What follows belongs to an exercise in optimizing a design on an open flow for small area, a short achievable clock period and few clock cycles; a production flow would make more cautious choices. In this exercise RTL edits were held to simulation tests only and were not proved equivalent to the original.

==> run H: inputs <==
// busCpu
module busCpu (
    input  logic                       Clock,
    input  logic                       rst,
    input  logic                       instrValid,
    input  logic [32-1:0]     instrWord,
    output logic                       instrReady,
    output logic                       retireValid,
    output logic [4-1:0] retireDest,
    output logic [32-1:0]     retireData
);
clock: 11.0 ns
lec_check: 0
cap_margin: 20
core_margin: 2
core_utilization: 40
cts_cluster_diameter: 110
cts_cluster_size: 24
slew_margin: 20
standard.sh (not shown) runs the stock make flow with config.mk's settings and CLKGATE_MAP_FILE= SYNTH_SCRIPT=/design/flow/synth_recipe.tcl, a recipe that flattens the netlist after the stock synthesis.
==> flow/flow/run.sh <==
#!/bin/bash
set -euo pipefail
bash standard.sh SETUP_SLACK_MARGIN=7 finish > flow_make.log 2>&1
==> inputs of run B, as changes to run H <==
--- a/flow/design.v
+++ b/flow/design.v
@@ -50,25 +50,58 @@
     input  ctrlPkg::opClassT       cls,
     input  logic [32-1:0] a,
     input  logic [32-1:0] b,
     input  logic [32-1:0] hi,
     input  logic [32-1:0] lo,
     output logic [32-1:0] result
 );
     logic [32-1:0] sum;
-    logic                   unusedLsb;
-    assign {sum, unusedLsb} = {a, 1'b1} + {b ^ {32{cls.sub}}, cls.sub};
+    prefixAdder #(.N(32), .L(5)) add_i (
+        .a   (a),
+        .b   (b ^ {32{cls.sub}}),
+        .cin (cls.sub),
+        .sum (sum)
+    );
     assign result = ({32{cls.ldi}}   & a)
                   | ({32{cls.arith}} & sum)
                   | ({32{cls.land}}  & (a & b))
                   | ({32{cls.lor}}   & (a | b))
                   | ({32{cls.mfhi}}  & hi)
                   | ({32{cls.mflo}}  & lo);
 endmodule
+module prefixAdder #(
+    parameter int N = 64,
+    parameter int L = 6    
+) (
+    input  logic [N-1:0] a,
+    input  logic [N-1:0] b,
+    input  logic         cin,
+    output logic [N-1:0] sum
+);
+    logic [N-1:0] p0;
+    logic [N-1:0] gl [L+1];
+    logic [N-1:0] pl [L+1];
+    assign p0    = a ^ b;
+    assign gl[0] = (a & b) | {{(N-1){1'b0}}, p0[0] & cin};
+    assign pl[0] = p0;
+    for (genvar l = 0; l < L; l++) begin : g_level
+        for (genvar i = 0; i < N; i++) begin : g_bit
+            if ((i >> l) & 1) begin : g_join
+                localparam int J = ((i >> l) << l) - 1;
+                assign gl[l+1][i] = gl[l][i] | (pl[l][i] & gl[l][J]);
+                assign pl[l+1][i] = pl[l][i] & pl[l][J];
+            end else begin : g_pass
+                assign gl[l+1][i] = gl[l][i];
+                assign pl[l+1][i] = pl[l][i];
+            end
+        end
+    end
+    assign sum = p0 ^ {gl[L][N-2:0], cin};
+endmodule
 module mulTree (
     input  logic [31:0] a,
     input  logic [31:0] b,
     input  logic [15:0] one,
     input  logic [15:0] two,
     output logic [63:0] x,
     output logic [63:0] y,
     output logic [63:0] z
@@ -1731,46 +1764,50 @@
     ctrlPkg::opClassT  xCls;
     logic [AW-1:0]     xRc;
     logic [DW-1:0]     xA, xB;
     logic [RN-1:0]     xOne, xTwo;
     logic              mV, mWr, mMul;
     logic [AW-1:0]     mRc;
     logic [DW-1:0]     mRes;
     logic [2*DW-1:0]   mX, mY, mZ;
-    logic             stallD;   
-    logic             wHilo;
+    logic             readyR;   
+    logic             stallD;
+    logic [AW-1:0]    wRa, wRb;
     ctrlPkg::opClassT dCls;
-    assign instrReady = !stallD;
-    assign wHilo = instrWord[isaPkg::opcodeHi:isaPkg::opcodeLo] == isaPkg::opMfhi ||
-                   instrWord[isaPkg::opcodeHi:isaPkg::opcodeLo] == isaPkg::opMflo;
+    logic [AW-1:0]    dRc;
+    assign instrReady = readyR;
+    assign stallD     = !readyR;
+    assign wRa = instrWord[isaPkg::raHi:isaPkg::raLo];
+    assign wRb = instrWord[isaPkg::rbHi:isaPkg::rbLo];
     always_ff @(posedge Clock) begin
         if (!stallD) begin
             ir <= instrWord;
         end
         if (rst) begin
             irV    <= 1'b0;
-            stallD <= 1'b0;
+            readyR <= 1'b1;
         end else begin
             if (!stallD) begin
                 irV <= instrValid;
             end
-            stallD <= !stallD && instrValid && wHilo && irV && dCls.mul;
+            readyR <= !(readyR && instrValid && irV && (dCls.mfhi || dCls.mflo) &&
+                        xV && xCls.mul && (dRc == wRa || dRc == wRb));
         end
     end
     logic              dLegal, dWr;
-    logic [AW-1:0]     dRa, dRb, dRc;
+    logic [AW-1:0]     dRa, dRb;
     logic [DW-1:0]     immExt;
     logic              fwdXA, fwdXB, fwdMA, fwdMB;
     logic [RN-1:0]     selA, selB;
     logic [DW-1:0]     rfA, rfB;
     logic [DW-1:0]     earlyA, earlyB;
     logic [DW-1:0]     dA, dB;
     logic [RN-1:0]     dOne, dTwo;
-    logic [DW-1:0]     xRes;
+    logic [DW-1:0]     xRes, xResFwd;
     controlSequencer decode_i (
         .op        (ir[isaPkg::opcodeHi:isaPkg::opcodeLo]),
         .legal     (dLegal),
         .writesReg (dWr),
         .cls       (dCls)
     );
     assign dRa    = ir[isaPkg::raHi:isaPkg::raLo];
     assign dRb    = ir[isaPkg::rbHi:isaPkg::rbLo];
@@ -1785,18 +1822,18 @@
             selA[i] = (dRa == AW'(i)) && regValid[i] && !fwdMA;
             selB[i] = (dRb == AW'(i)) && regValid[i] && !fwdMB;
         end
     end
     registerFile readA_i (.sel(selA), .regs(regs), .rdata(rfA));
     registerFile readB_i (.sel(selB), .regs(regs), .rdata(rfB));
     assign earlyA = dCls.ldi ? immExt : (rfA | (mRes & {DW{fwdMA}}));
     assign earlyB = rfB | (mRes & {DW{fwdMB}});
-    assign dA     = fwdXA ? xRes : earlyA;
-    assign dB     = fwdXB ? xRes : earlyB;
+    assign dA     = fwdXA ? xResFwd : earlyA;
+    assign dB     = fwdXB ? xResFwd : earlyB;
     always_comb begin
         for (int i = 0; i < DW/2; i++) begin
             logic bm1;
             bm1 = (i == 0) ? 1'b0 : dB[2*i-1];
             dOne[i] = dB[2*i] ^ bm1;
             dTwo[i] = (dB[2*i+1] & ~dB[2*i] & ~bm1) | (~dB[2*i+1] & dB[2*i] & bm1);
         end
     end
@@ -1807,32 +1844,40 @@
         xRc  <= dRc;
         xA   <= dA;
         xB   <= dB;
         xOne <= dOne;
         xTwo <= dTwo;
     end
     logic [2*DW-1:0] prod;
     logic [2*DW-1:0] pS, pC;
-    logic [DW-1:0]   hiSrc, loSrc;
+    logic            late;
+    ctrlPkg::opClassT fwdCls;
     logic [2*DW-1:0] csX, csY, csZ;
     assign pS   = mX ^ mY ^ mZ;
     assign pC   = {(mX[2*DW-2:0] & mY[2*DW-2:0]) | (mX[2*DW-2:0] & mZ[2*DW-2:0]) |
                    (mY[2*DW-2:0] & mZ[2*DW-2:0]), 1'b0};
-    assign prod = pS + pC;
-    assign hiSrc = hiReg & {DW{hiloValid}};
-    assign loSrc = loReg & {DW{hiloValid}};
+    prefixAdder #(.N(2*DW), .L(6)) prodAdd_i (.a(pS), .b(pC), .cin(1'b0), .sum(prod));
+    assign late = mV && mMul;
+    always_comb begin
+        fwdCls      = xCls;
+        fwdCls.mfhi = xCls.mfhi && hiloValid && !late;
+        fwdCls.mflo = xCls.mflo && hiloValid && !late;
+    end
     aluUnit alu_i (
-        .cls   (xCls),
+        .cls   (fwdCls),
         .a     (xA),
         .b     (xB),
-        .hi    (hiSrc),
-        .lo    (loSrc),
-        .result(xRes)
+        .hi    (hiReg),
+        .lo    (loReg),
+        .result(xResFwd)
     );
+    assign xRes = xResFwd
+                | (prod[2*DW-1:DW] & {DW{xCls.mfhi && late}})
+                | (prod[DW-1:0]    & {DW{xCls.mflo && late}});
     mulTree mul_i (.a(xA), .b(xB), .one(xOne), .two(xTwo), .x(csX), .y(csY), .z(csZ));
     always_ff @(posedge Clock) begin
         mV   <= xV && !rst;
         mWr  <= xWr;
         mMul <= xCls.mul;
         mRc  <= xRc;
         mRes <= xRes;
         mX   <= csX;
==> flow_summary.json <==
{
  "groute.layer.met3.usage_pct": 9.136,
  "r2r_path_start": "ir[25]$_DFFE_PN_",
  "critical_path_depth": 12,
  "post_cts_setup_driven_buffer_insertion_count": 7,
  "place_congestion": 0.9248,
  "mean_area_per_synthesized_cell_um2": 11.30,
  "cts_repair_resized_insts": 47,
  "period_needed_ns": 3.952,
  "outcome": "timing/DRC/antenna clean",
  "fp.coreArea_um2": 152300,
  "net_switching_component_of_the_power_mw": 1.627,
  "synthesis.nets": 6039,
  "synth_top_area_share_pct": 29.74
}
# the run above: run H

==> flow_summary.json <==
{
  "outcome": "timing/DRC/antenna clean",
  "route.vias.total": 46996,
  "synth_top_area_share_pct": 30.15,
  "global_route.usage.met1_pct": 39.95,
  "cp_slowest_cell": "edfxtp_1",
  "critical_path_depth": 11,
  "post_cts_setup_driven_buffer_insertion_count": 10,
  "tapCellCount": 2016,
  "synthesis.nets": 5882,
  "r2r_path_start": "ir[20]$_DFFE_PP_",
  "place_congestion": 0.9112,
  "gr-usage-all-layers_pct": 29.66,
  "net_switching_component_of_the_power_mw": 1.662,
  "mean_area_per_synthesized_cell_um2": 11.49
}
# the run above: run B

Testbench counts of run H, summed over its fixed seeds: cycles 16,430.
Testbench counts of run B, summed over its fixed seeds: cycles 16,083.

-- static timing again, ports no longer ideal --
Ports are ideal in the flow. The routed layouts listed here were re-timed in OpenROAD.
Step 1 (the two cells are an assumption about what drives the block):
set clk [get_ports {Clock}]
set_driving_cell -lib_cell sky130_fd_sc_hd__clkbuf_16 $clk
set_driving_cell -lib_cell sky130_fd_sc_hd__buf_2 [delete_from_list [all_inputs] $clk]
Step 2 adds t to the input delays and takes it off the output delays; t is the mean of the earliest and latest rising clock arrival at the registers after step 1. Input paths then give back, and output paths get back, about the clock's delay inside the block.
a / b / c = no drivers / after step 1 / after step 2; a / b = the first two.
run | shift t [ns] | slack for setup (ns) | latest minus earliest clock arrival (ns)
run H | 0.784 | 7.048 / 6.993 / 7.048 | 0.053 / 0.053
run B | 0.784 | 7.038 / 7.015 / 6.830 | 0.044 / 0.044
After both steps every run listed still meets setup and hold. For run B, which loses most, drivers alone change the setup slack by -0.023 ns; drivers and shift together by -0.208 ns.
